This is an optimization exercise on Yosys and OpenROAD, whose aim is small area, not a production implementation. Function was checked by simulation only, so behaviour that the tests miss may differ from the original. No activity file was given, so power comes from the tool's default toggle rates.

## dodge_top
module dodge_top #(
	parameter int STEP_CYCLES = 50,
	parameter int SECOND_CYCLES = 200
) (
	input  logic        clock,
	input  logic        reset,
	input  logic        go,
	input  logic        go2,
	input  logic [3:0]  buttons,
	output logic        playing,
	output logic        game_over,
	output logic [1:0]  direction,
	output logic [5:0]  player,
	output logic [24:0] block_map,
	output logic [6:0]  hex0,
	output logic [6:0]  hex1
);
Size in the first run: roughly 610 cells after synthesis, roughly 34 flip-flops, ~57 I/O pins, roughly 0.0035 mm^2 of cells after synthesis.
export LEC_CHECK = 0
export ABC_AREA = 1
export CAP_MARGIN = 20
export CORE_MARGIN = 2
export CORE_UTILIZATION = 40
export CTS_BUF_LIST = sky130_fd_sc_hd__clkbuf_4
export SLEW_MARGIN = 20
create_clock -name core_clock -period 10.0 [get_ports {clock}]
standard.sh (not shown) runs the stock make flow with config.mk's settings and CLKGATE_MAP_FILE= SYNTH_SCRIPT=/design/flow/synth_recipe.tcl, a recipe that flattens the netlist after the stock synthesis.
==> flow/flow/run.sh <==
#!/bin/bash
# Standard layout, with the port buffers made of the smallest buffer cell.
set -euo pipefail
bash standard.sh "BUFFER_PORTS_ARGS=-buffer_cell sky130_fd_sc_hd__buf_1" finish > standard_flow.log 2>&1
The first run passed the timing, design-rule and antenna checks.
Change:
==> flow/flow/run.sh (replaced) <==
#!/bin/bash
# Own layout flow: the standard synthesis, then its combinational logic re-mapped
# for area (flip-flops untouched), then the standard layout with the port
# buffers made of the smallest buffer cell. Each tool's output goes to a log here.
set -euo pipefail
here=$(cd "$(dirname "$0")" && pwd)
R=orfs/results/${FLOW_PLATFORM:-sky130hd}/dodge_top/base
bash standard.sh synth > flow_synth.log 2>&1
cp $R/1_2_yosys.v $R/1_2_yosys_standard.v
bash "$here/reabc.sh" $R/1_2_yosys_standard.v $R/1_2_yosys.v reabc_stat.txt ${FLOW_TOP:-dodge_top} > flow_reabc.log 2>&1
rm -f $R/1_synth.odb $R/1_synth.sdc
bash standard.sh "BUFFER_PORTS_ARGS=-buffer_cell sky130_fd_sc_hd__buf_1" finish > flow_layout.log 2>&1
==> flow/flow/abc_strong.script (new file) <==
strash
&get -n
&fraig -x
&put
dc2
balance; rewrite; refactor; balance; rewrite; rewrite -z; balance; refactor -z; rewrite -z; balance
dc2
dch -f
map -a
mfs2
strash
dc2
dch -f
map -a
topo
==> flow/flow/reabc.sh (new file) <==
#!/bin/bash
# usage: reabc.sh NETLIST_IN NETLIST_OUT STAT_OUT TOP
set -euo pipefail
here=$(cd "$(dirname "$0")" && pwd)
LIB=${FLOW_HOME:-/OpenROAD-flow-scripts/flow}/platforms/sky130hd/lib/sky130_fd_sc_hd__tt_025C_1v80.lib
DU="-dont_use *probe* -dont_use *lpflow* -dont_use *clkbuf* -dont_use *clkinv* -dont_use *clkdly* -dont_use *dlygate* -dont_use *dlymetal* -dont_use *ha_* -dont_use *fa_* -dont_use *fah* -dont_use *dfxtp* -dont_use *conb*"
sed -e "s#LIB_FILE#$LIB#g" -e "s#NETLIST_IN#$1#" -e "s#NETLIST_OUT#$2#" -e "s#STAT_OUT#$3#" -e "s#TOP#$4#" -e "s#ABC_SCRIPT#$here/abc_strong.script#" -e "s#DONT_USE#$DU#" $here/reabc.ys > reabc_run.ys
yosys -s reabc_run.ys
==> flow/flow/reabc.ys (new file) <==
# Re-maps the combinational logic of the standard synthesis netlist for area.
# The flip-flops stay as they are (same instances, names and cells).
read_liberty -ignore_miss_func LIB_FILE
blackbox sky130_fd_sc_hd__dfxtp_1 sky130_fd_sc_hd__dfxtp_2 sky130_fd_sc_hd__dfxtp_4 sky130_fd_sc_hd__conb_1
read_verilog NETLIST_IN
hierarchy -top TOP
flatten
rename -hide w:*.*
opt_clean -purge
abc -script ABC_SCRIPT -liberty LIB_FILE DONT_USE
opt_clean -purge
hilomap -singleton -hicell sky130_fd_sc_hd__conb_1 HI -locell sky130_fd_sc_hd__conb_1 LO
insbuf -buf sky130_fd_sc_hd__buf_1 A X
opt_clean -purge
tee -o STAT_OUT stat -liberty LIB_FILE
write_verilog -noattr -nohex -nodec NETLIST_OUT
Settings changed: CTS_BUF_LIST sky130_fd_sc_hd__clkbuf_4 to sky130_fd_sc_hd__clkbuf_16, CTS_CLUSTER_DIAMETER set to 500, CTS_CLUSTER_SIZE set to 40.
Result: Final area went down by about a fifth; total power went up by about a fifth; register-to-register slack loses 1.0 ns; worst setup slack gains 0.38 ns; combinational power went down by well over a third.

Starting RTL as in the previous note.
export LEC_CHECK = 0
export ABC_AREA = 1
export CAP_MARGIN = 20
export CORE_MARGIN = 2
export CORE_UTILIZATION = 40
export CTS_BUF_LIST = sky130_fd_sc_hd__clkbuf_4
export SLEW_MARGIN = 20
create_clock -name core_clock -period 10.0 [get_ports {clock}]
==> flow/flow/run.sh <==
#!/bin/bash
# Own layout flow: the standard synthesis, then its combinational logic re-mapped
# for area (flip-flops untouched), then the standard layout with the port
# buffers made of the smallest buffer cell. Each tool's output goes to a log here.
set -euo pipefail
here=$(cd "$(dirname "$0")" && pwd)
R=orfs/results/${FLOW_PLATFORM:-sky130hd}/dodge_top/base
bash standard.sh synth > flow_synth.log 2>&1
cp $R/1_2_yosys.v $R/1_2_yosys_standard.v
bash "$here/reabc.sh" $R/1_2_yosys_standard.v $R/1_2_yosys.v reabc_stat.txt ${FLOW_TOP:-dodge_top} > flow_reabc.log 2>&1
rm -f $R/1_synth.odb $R/1_synth.sdc
bash standard.sh "BUFFER_PORTS_ARGS=-buffer_cell sky130_fd_sc_hd__buf_1" "CTS_ARGS=-root_buf sky130_fd_sc_hd__clkbuf_4 -buf_list sky130_fd_sc_hd__clkbuf_4 -dont_use_dummy_load -sink_clustering_enable -sink_clustering_size 20 -sink_clustering_max_diameter 100" finish > flow_layout.log 2>&1
==> flow/flow/abc_strong.script <==
strash
&get -n
&fraig -x
&put
dc2
balance; rewrite; refactor; balance; rewrite; rewrite -z; balance; refactor -z; rewrite -z; balance
dc2
dch -f
map -a
mfs2
strash
dc2
dch -f
map -a
topo
==> flow/flow/reabc.sh <==
#!/bin/bash
# usage: reabc.sh NETLIST_IN NETLIST_OUT STAT_OUT TOP
set -euo pipefail
here=$(cd "$(dirname "$0")" && pwd)
LIB=${FLOW_HOME:-/OpenROAD-flow-scripts/flow}/platforms/sky130hd/lib/sky130_fd_sc_hd__tt_025C_1v80.lib
DU="-dont_use *probe* -dont_use *lpflow* -dont_use *clkbuf* -dont_use *clkinv* -dont_use *clkdly* -dont_use *dlygate* -dont_use *dlymetal* -dont_use *ha_* -dont_use *fa_* -dont_use *fah* -dont_use *dfxtp* -dont_use *conb*"
sed -e "s#LIB_FILE#$LIB#g" -e "s#NETLIST_IN#$1#" -e "s#NETLIST_OUT#$2#" -e "s#STAT_OUT#$3#" -e "s#TOP#$4#" -e "s#ABC_SCRIPT#$here/abc_strong.script#" -e "s#DONT_USE#$DU#" $here/reabc.ys > reabc_run.ys
yosys -s reabc_run.ys
==> flow/flow/reabc.ys <==
# Re-maps the combinational logic of the standard synthesis netlist for area.
# The flip-flops stay as they are (same instances, names and cells).
read_liberty -ignore_miss_func LIB_FILE
blackbox sky130_fd_sc_hd__dfxtp_1 sky130_fd_sc_hd__dfxtp_2 sky130_fd_sc_hd__dfxtp_4 sky130_fd_sc_hd__conb_1
read_verilog NETLIST_IN
hierarchy -top TOP
flatten
rename -hide w:*.*
opt_clean -purge
abc -script ABC_SCRIPT -liberty LIB_FILE DONT_USE
opt_clean -purge
hilomap -singleton -hicell sky130_fd_sc_hd__conb_1 HI -locell sky130_fd_sc_hd__conb_1 LO
insbuf -buf sky130_fd_sc_hd__buf_1 A X
opt_clean -purge
tee -o STAT_OUT stat -liberty LIB_FILE
write_verilog -noattr -nohex -nodec NETLIST_OUT
The baseline finished clean.
Then changed:
==> flow/run.sh (new file) <==
#!/bin/bash
# synth_recipe.tcl (not shown) runs the flow's synth.tcl, then flattens the netlist and writes it again
# the make line also repeats each setting of config.mk as NAME=value (left out here)
make -C /OpenROAD-flow-scripts/flow DESIGN_CONFIG=/design/flow/config.mk WORK_HOME=/design/flow/orfs CLKGATE_MAP_FILE= SYNTH_SCRIPT=/design/flow/synth_recipe.tcl finish
- CORE_UTILIZATION: 40 -> 75
- CTS_BUF_LIST: sky130_fd_sc_hd__clkbuf_4 -> default
removed: flow/flow/run.sh
removed: flow/flow/abc_strong.script
removed: flow/flow/reabc.sh
removed: flow/flow/reabc.ys
removed: flow/standard.sh
The new run ended with an error in 3_3_place_gp. Synthesized area rose by 35%. Synthesized cell count rose by 36%.

## maple
Starting RTL as in the previous note.
clock: 10.0 ns
lec_check: 0
abc_area: 1
cap_margin: 20
core_margin: 2
core_utilization: 40
cts_buf_list: sky130_fd_sc_hd__clkbuf_4
slew_margin: 20
==> flow/flow/run.sh <==
#!/bin/bash
# Own layout flow: the standard synthesis, then its combinational logic re-mapped
# for area (flip-flops untouched), then the standard layout with the port
# buffers made of the smallest buffer cell. Each tool's output goes to a log here.
set -euo pipefail
here=$(cd "$(dirname "$0")" && pwd)
R=orfs/results/${FLOW_PLATFORM:-sky130hd}/dodge_top/base
bash standard.sh synth > flow_synth.log 2>&1
cp $R/1_2_yosys.v $R/1_2_yosys_standard.v
bash "$here/reabc.sh" $R/1_2_yosys_standard.v $R/1_2_yosys.v reabc_stat.txt ${FLOW_TOP:-dodge_top} > flow_reabc.log 2>&1
rm -f $R/1_synth.odb $R/1_synth.sdc
bash standard.sh "BUFFER_PORTS_ARGS=-buffer_cell sky130_fd_sc_hd__buf_1" "CTS_ARGS=-root_buf sky130_fd_sc_hd__clkbuf_8 -buf_list sky130_fd_sc_hd__clkbuf_8 -dont_use_dummy_load -sink_clustering_enable -sink_clustering_size 50 -sink_clustering_max_diameter 500" finish > flow_layout.log 2>&1
==> flow/flow/abc_strong.script <==
strash
&get -n
&fraig -x
&put
dc2
balance; rewrite; refactor; balance; rewrite; rewrite -z; balance; refactor -z; rewrite -z; balance
dc2
dch -f
map -a
mfs2
strash
dc2
dch -f
map -a
topo
==> flow/flow/reabc.sh <==
#!/bin/bash
# usage: reabc.sh NETLIST_IN NETLIST_OUT STAT_OUT TOP
set -euo pipefail
here=$(cd "$(dirname "$0")" && pwd)
LIB=${FLOW_HOME:-/OpenROAD-flow-scripts/flow}/platforms/sky130hd/lib/sky130_fd_sc_hd__tt_025C_1v80.lib
DU="-dont_use *probe* -dont_use *lpflow* -dont_use *clkbuf* -dont_use *clkinv* -dont_use *clkdly* -dont_use *dlygate* -dont_use *dlymetal* -dont_use *ha_* -dont_use *fa_* -dont_use *fah* -dont_use *dfxtp* -dont_use *conb*"
sed -e "s#LIB_FILE#$LIB#g" -e "s#NETLIST_IN#$1#" -e "s#NETLIST_OUT#$2#" -e "s#STAT_OUT#$3#" -e "s#TOP#$4#" -e "s#ABC_SCRIPT#$here/abc_strong.script#" -e "s#DONT_USE#$DU#" $here/reabc.ys > reabc_run.ys
yosys -s reabc_run.ys
==> flow/flow/reabc.ys <==
# Re-maps the combinational logic of the standard synthesis netlist for area.
# The flip-flops stay as they are (same instances, names and cells).
read_liberty -ignore_miss_func LIB_FILE
blackbox sky130_fd_sc_hd__dfxtp_1 sky130_fd_sc_hd__dfxtp_2 sky130_fd_sc_hd__dfxtp_4 sky130_fd_sc_hd__conb_1
read_verilog NETLIST_IN
hierarchy -top TOP
flatten
rename -hide w:*.*
opt_clean -purge
abc -script ABC_SCRIPT -liberty LIB_FILE DONT_USE
opt_clean -purge
hilomap -singleton -hicell sky130_fd_sc_hd__conb_1 HI -locell sky130_fd_sc_hd__conb_1 LO
insbuf -buf sky130_fd_sc_hd__buf_1 A X
opt_clean -purge
tee -o STAT_OUT stat -liberty LIB_FILE
write_verilog -noattr -nohex -nodec NETLIST_OUT
Per the final summary, maple finished and its layout is clean on timing, DRC and antenna.
## Diff of input files: tundra against maple
diff --git a/flow/flow/run.sh b/flow/flow/run.sh
--- a/flow/flow/run.sh
+++ b/flow/flow/run.sh
@@ -10,3 +10,3 @@
 bash "$here/reabc.sh" $R/1_2_yosys_standard.v $R/1_2_yosys.v reabc_stat.txt ${FLOW_TOP:-dodge_top} > flow_reabc.log 2>&1
 rm -f $R/1_synth.odb $R/1_synth.sdc
-bash standard.sh "BUFFER_PORTS_ARGS=-buffer_cell sky130_fd_sc_hd__buf_1" "CTS_ARGS=-root_buf sky130_fd_sc_hd__clkbuf_8 -buf_list sky130_fd_sc_hd__clkbuf_8 -dont_use_dummy_load -sink_clustering_enable -sink_clustering_size 50 -sink_clustering_max_diameter 500" finish > flow_layout.log 2>&1
+bash standard.sh "BUFFER_PORTS_ARGS=-buffer_cell sky130_fd_sc_hd__buf_1" finish > flow_layout.log 2>&1
==> comparison <==
- Leakage power | tundra below maple
- On smallest setup slack after layout, tundra does worse than maple.
- Between tundra and maple, the portion of the layout cell area used by non-clock buffers does not differ in any meaningful way.
- Share of the core filled with cells in the final layout: tundra vs maple down 0.34 points
- As far as number of setup buffers added after CTS goes, tundra and maple are indistinguishable; the numbers are identical.
- Looking at total power, tundra sits 7.8% below maple.
- Re clock-cell share of area: tundra is 0.70 points down on maple.
- In tundra the switching share of power turned out 2.2 points higher than in maple.
--- input diff tundra..fjord ---
- a deleted CTS_BUF_LIST that had been sky130_fd_sc_hd__clkbuf_4
==> flow/run.sh (new file) <==
#!/bin/bash
# synth_recipe.tcl (not shown) runs the flow's synth.tcl, then flattens the netlist and writes it again
# the make line also repeats each setting of config.mk as NAME=value (left out here)
make -C /OpenROAD-flow-scripts/flow DESIGN_CONFIG=/design/flow/config.mk WORK_HOME=/design/flow/orfs CLKGATE_MAP_FILE= SYNTH_SCRIPT=/design/flow/synth_recipe.tcl finish
removed: flow/flow/run.sh
removed: flow/flow/abc_strong.script
removed: flow/flow/reabc.sh
removed: flow/flow/reabc.ys
removed: flow/standard.sh
==> run notes <==
- H-tree depth came out exactly the same in fjord and tundra.
- tundra has a lower non-clock buffer share of cell area than fjord.
- fjord: global-route usage is 1.7 points higher than what tundra reported.
What garnet does differently from fjord at the input level:
- putting CTS_BUF_LIST at sky130_fd_sc_hd__clkbuf_4 where nothing was set
==> flow/flow/run.sh (new file) <==
#!/bin/bash
# Own layout flow: the standard synthesis, then its combinational logic re-mapped
# for area (flip-flops untouched), then the standard layout with the port
# buffers made of the smallest buffer cell and a clock tree without dummy loads.
# Each tool's output goes to a log file here.
set -euo pipefail
here=$(cd "$(dirname "$0")" && pwd)
R=orfs/results/${FLOW_PLATFORM:-sky130hd}/dodge_top/base
bash standard.sh synth > flow_synth.log 2>&1
cp $R/1_2_yosys.v $R/1_2_yosys_standard.v
bash "$here/reabc.sh" $R/1_2_yosys_standard.v $R/1_2_yosys.v reabc_stat.txt ${FLOW_TOP:-dodge_top} > flow_reabc.log 2>&1
rm -f $R/1_synth.odb $R/1_synth.sdc
bash standard.sh "BUFFER_PORTS_ARGS=-buffer_cell sky130_fd_sc_hd__buf_1" \
	"CTS_ARGS=-root_buf sky130_fd_sc_hd__clkbuf_4 -buf_list sky130_fd_sc_hd__clkbuf_4 -dont_use_dummy_load -sink_clustering_enable -sink_clustering_size 20 -sink_clustering_max_diameter 100" \
	finish > flow_layout.log 2>&1
==> flow/flow/abc_area.script (new file) <==
strash
&get -n
&fraig -x
&put
dc2
balance; rewrite; refactor; balance; rewrite; rewrite -z; balance; refactor -z; rewrite -z; balance
dc2
&get -n
&dch -f
&nf -a -R 1000
&put
mfs2
strash
dc2
&get -n
&dch -f
&nf -a -R 1000
&put
topo
==> flow/flow/reabc.sh (new file) <==
#!/bin/bash
# usage: reabc.sh NETLIST_IN NETLIST_OUT STAT_OUT TOP
set -euo pipefail
here=$(cd "$(dirname "$0")" && pwd)
LIB=${FLOW_HOME:-/OpenROAD-flow-scripts/flow}/platforms/sky130hd/lib/sky130_fd_sc_hd__tt_025C_1v80.lib
DU="-dont_use *probe* -dont_use *lpflow* -dont_use *clkbuf* -dont_use *clkinv* -dont_use *clkdly* -dont_use *dlygate* -dont_use *dlymetal* -dont_use *ha_* -dont_use *fa_* -dont_use *fah* -dont_use *dfxtp* -dont_use *conb*"
sed -e "s#LIB_FILE#$LIB#g" -e "s#NETLIST_IN#$1#" -e "s#NETLIST_OUT#$2#" -e "s#STAT_OUT#$3#" -e "s#TOP#$4#" -e "s#ABC_SCRIPT#$here/abc_area.script#" -e "s#DONT_USE#$DU#" $here/reabc.ys > reabc_run.ys
yosys -s reabc_run.ys
==> flow/flow/reabc.ys (new file) <==
# Re-maps the combinational logic of the standard synthesis netlist for area.
# The flip-flops stay as they are (same instances, names and cells).
read_liberty -ignore_miss_func LIB_FILE
blackbox sky130_fd_sc_hd__dfxtp_1 sky130_fd_sc_hd__dfxtp_2 sky130_fd_sc_hd__dfxtp_4 sky130_fd_sc_hd__conb_1
read_verilog NETLIST_IN
hierarchy -top TOP
flatten
rename -hide w:*.*
opt_clean -purge
abc -script ABC_SCRIPT -liberty LIB_FILE DONT_USE
opt_clean -purge
hilomap -singleton -hicell sky130_fd_sc_hd__conb_1 HI -locell sky130_fd_sc_hd__conb_1 LO
insbuf -buf sky130_fd_sc_hd__buf_1 A X
opt_clean -purge
tee -o STAT_OUT stat -liberty LIB_FILE
write_verilog -noattr -nohex -nodec NETLIST_OUT
==> flow/standard.sh (new file) <==
#!/bin/bash
# synth_recipe.tcl (not shown) runs the flow's synth.tcl, then flattens the netlist and writes it again
# the make line also repeats each setting of config.mk as NAME=value (left out here)
make -C /OpenROAD-flow-scripts/flow DESIGN_CONFIG=/design/flow/config.mk WORK_HOME=/design/flow/orfs CLKGATE_MAP_FILE= SYNTH_SCRIPT=/design/flow/synth_recipe.tcl "${@:-finish}"
removed: flow/run.sh
--- outcome ---
- The run showing the greater fraction of final layout cells sized beyond drive strength 1 is fjord.
- Taking fjord as the reference, in garnet number of filler cells placed in the layout decreased about 30%, synthesized area decreased about 28%, routed length on met3 decreased about 27%, clock network area share decreased 0.88 points.
- sky130_fd_sc_hd__nor2_1 as the leading cell type in the layout, fill and taps excluded was reported by garnet, and sky130_fd_sc_hd__nand2_1 by fjord.
- Compared with fjord, synthesized cell count in garnet decreased by more than a quarter.
- Compared with fjord, garnet shows via count of the first global-routing pass lower by 36%.
- Of fjord and garnet, the run reporting the lower wire length of the first global-routing pass was garnet.
--- input diff garnet..nickel ---
- setting CTS_CLUSTER_DIAMETER to 500 for the first time
- setting CTS_CLUSTER_SIZE to 40 for the first time
- changing CTS_BUF_LIST from sky130_fd_sc_hd__clkbuf_4 to sky130_fd_sc_hd__clkbuf_8
==> flow/flow/run.sh <==
#!/bin/bash
# Own layout flow: the standard synthesis, then its combinational logic re-mapped
# for area (flip-flops untouched), then the standard layout with the port
# buffers made of the smallest buffer cell. Each tool's output goes to a log here.
set -euo pipefail
here=$(cd "$(dirname "$0")" && pwd)
R=orfs/results/${FLOW_PLATFORM:-sky130hd}/dodge_top/base
bash standard.sh synth > flow_synth.log 2>&1
cp $R/1_2_yosys.v $R/1_2_yosys_standard.v
bash "$here/reabc.sh" $R/1_2_yosys_standard.v $R/1_2_yosys.v reabc_stat.txt ${FLOW_TOP:-dodge_top} > flow_reabc.log 2>&1
rm -f $R/1_synth.odb $R/1_synth.sdc
bash standard.sh "BUFFER_PORTS_ARGS=-buffer_cell sky130_fd_sc_hd__buf_1" finish > flow_layout.log 2>&1
==> flow/flow/abc_strong.script (new file) <==
strash
&get -n
&fraig -x
&put
dc2
balance; rewrite; refactor; balance; rewrite; rewrite -z; balance; refactor -z; rewrite -z; balance
dc2
dch -f
map -a
mfs2
strash
dc2
dch -f
map -a
topo
==> flow/flow/reabc.sh <==
#!/bin/bash
# usage: reabc.sh NETLIST_IN NETLIST_OUT STAT_OUT TOP
set -euo pipefail
here=$(cd "$(dirname "$0")" && pwd)
LIB=${FLOW_HOME:-/OpenROAD-flow-scripts/flow}/platforms/sky130hd/lib/sky130_fd_sc_hd__tt_025C_1v80.lib
DU="-dont_use *probe* -dont_use *lpflow* -dont_use *clkbuf* -dont_use *clkinv* -dont_use *clkdly* -dont_use *dlygate* -dont_use *dlymetal* -dont_use *ha_* -dont_use *fa_* -dont_use *fah* -dont_use *dfxtp* -dont_use *conb*"
sed -e "s#LIB_FILE#$LIB#g" -e "s#NETLIST_IN#$1#" -e "s#NETLIST_OUT#$2#" -e "s#STAT_OUT#$3#" -e "s#TOP#$4#" -e "s#ABC_SCRIPT#$here/abc_strong.script#" -e "s#DONT_USE#$DU#" $here/reabc.ys > reabc_run.ys
yosys -s reabc_run.ys
removed: flow/flow/abc_area.script
Notes after the runs:
- nickel: full flow OK, the timing, design-rule and antenna checks passed
- Going from garnet to nickel, the path length in cells of the critical path was found to have gone up by 2.
- Comparing garnet and nickel, stage delay of the slowest cell on the critical path is lower on nickel.
- Summary of nickel over garnet: fill cell total of the finished layout rose by 37, synthesized cell area rose by 2.7%, wire length of the first global-routing pass rose by 7.6%.

==> afterwards: timing with drivers on the ports <==
How much do the figures lean on ideal ports? The routed layouts below were timed once more, with nothing changed but the port constraints. Step 1 assumes that a clkbuf_16 drives the clock port and a buf_2 every other input. Step 2, shift: input delay + t, output delay - t, t = (earliest + latest rising clock arrival at the registers) / 2. This alone moves slack from input paths to output paths. a / b / c = ideal ports / drivers / drivers and shift; a / b = the first two.
| run | t (ns) | setup slack, ns | worst hold slack (ns) | worst data-port slew with drivers (ns) |
|---|---|---|---|---|
| the first run of note 1 | 0.373 | 4.920 / 4.890 / 5.263 | 0.449 / 0.449 / 0.449 | 0.03 |
| the second run of note 1 | 0.307 | 5.296 / 5.263 / 5.570 | 0.433 / 0.433 / 0.433 | 0.03 |
| the first run of note 2 | 0.347 | 5.226 / 5.202 / 5.549 | 0.440 / 0.440 / 0.440 | 0.03 |
| maple | 0.300 | 5.288 / 5.262 / 5.562 | 0.435 / 0.435 / 0.435 | 0.03 |
| tundra | 0.348 | 5.236 / 5.212 / 5.561 | 0.440 / 0.440 / 0.440 | 0.03 |
| fjord | 0.326 | 4.608 / 4.572 / 4.898 | 0.441 / 0.441 / 0.441 | 0.04 |
| garnet | 0.336 | 5.424 / 5.400 / 5.736 | 0.472 / 0.472 / 0.472 | 0.03 |
| nickel | 0.304 | 5.286 / 5.260 / 5.565 | 0.435 / 0.435 / 0.435 | 0.03 |
After both steps setup and hold are still met in every run listed.
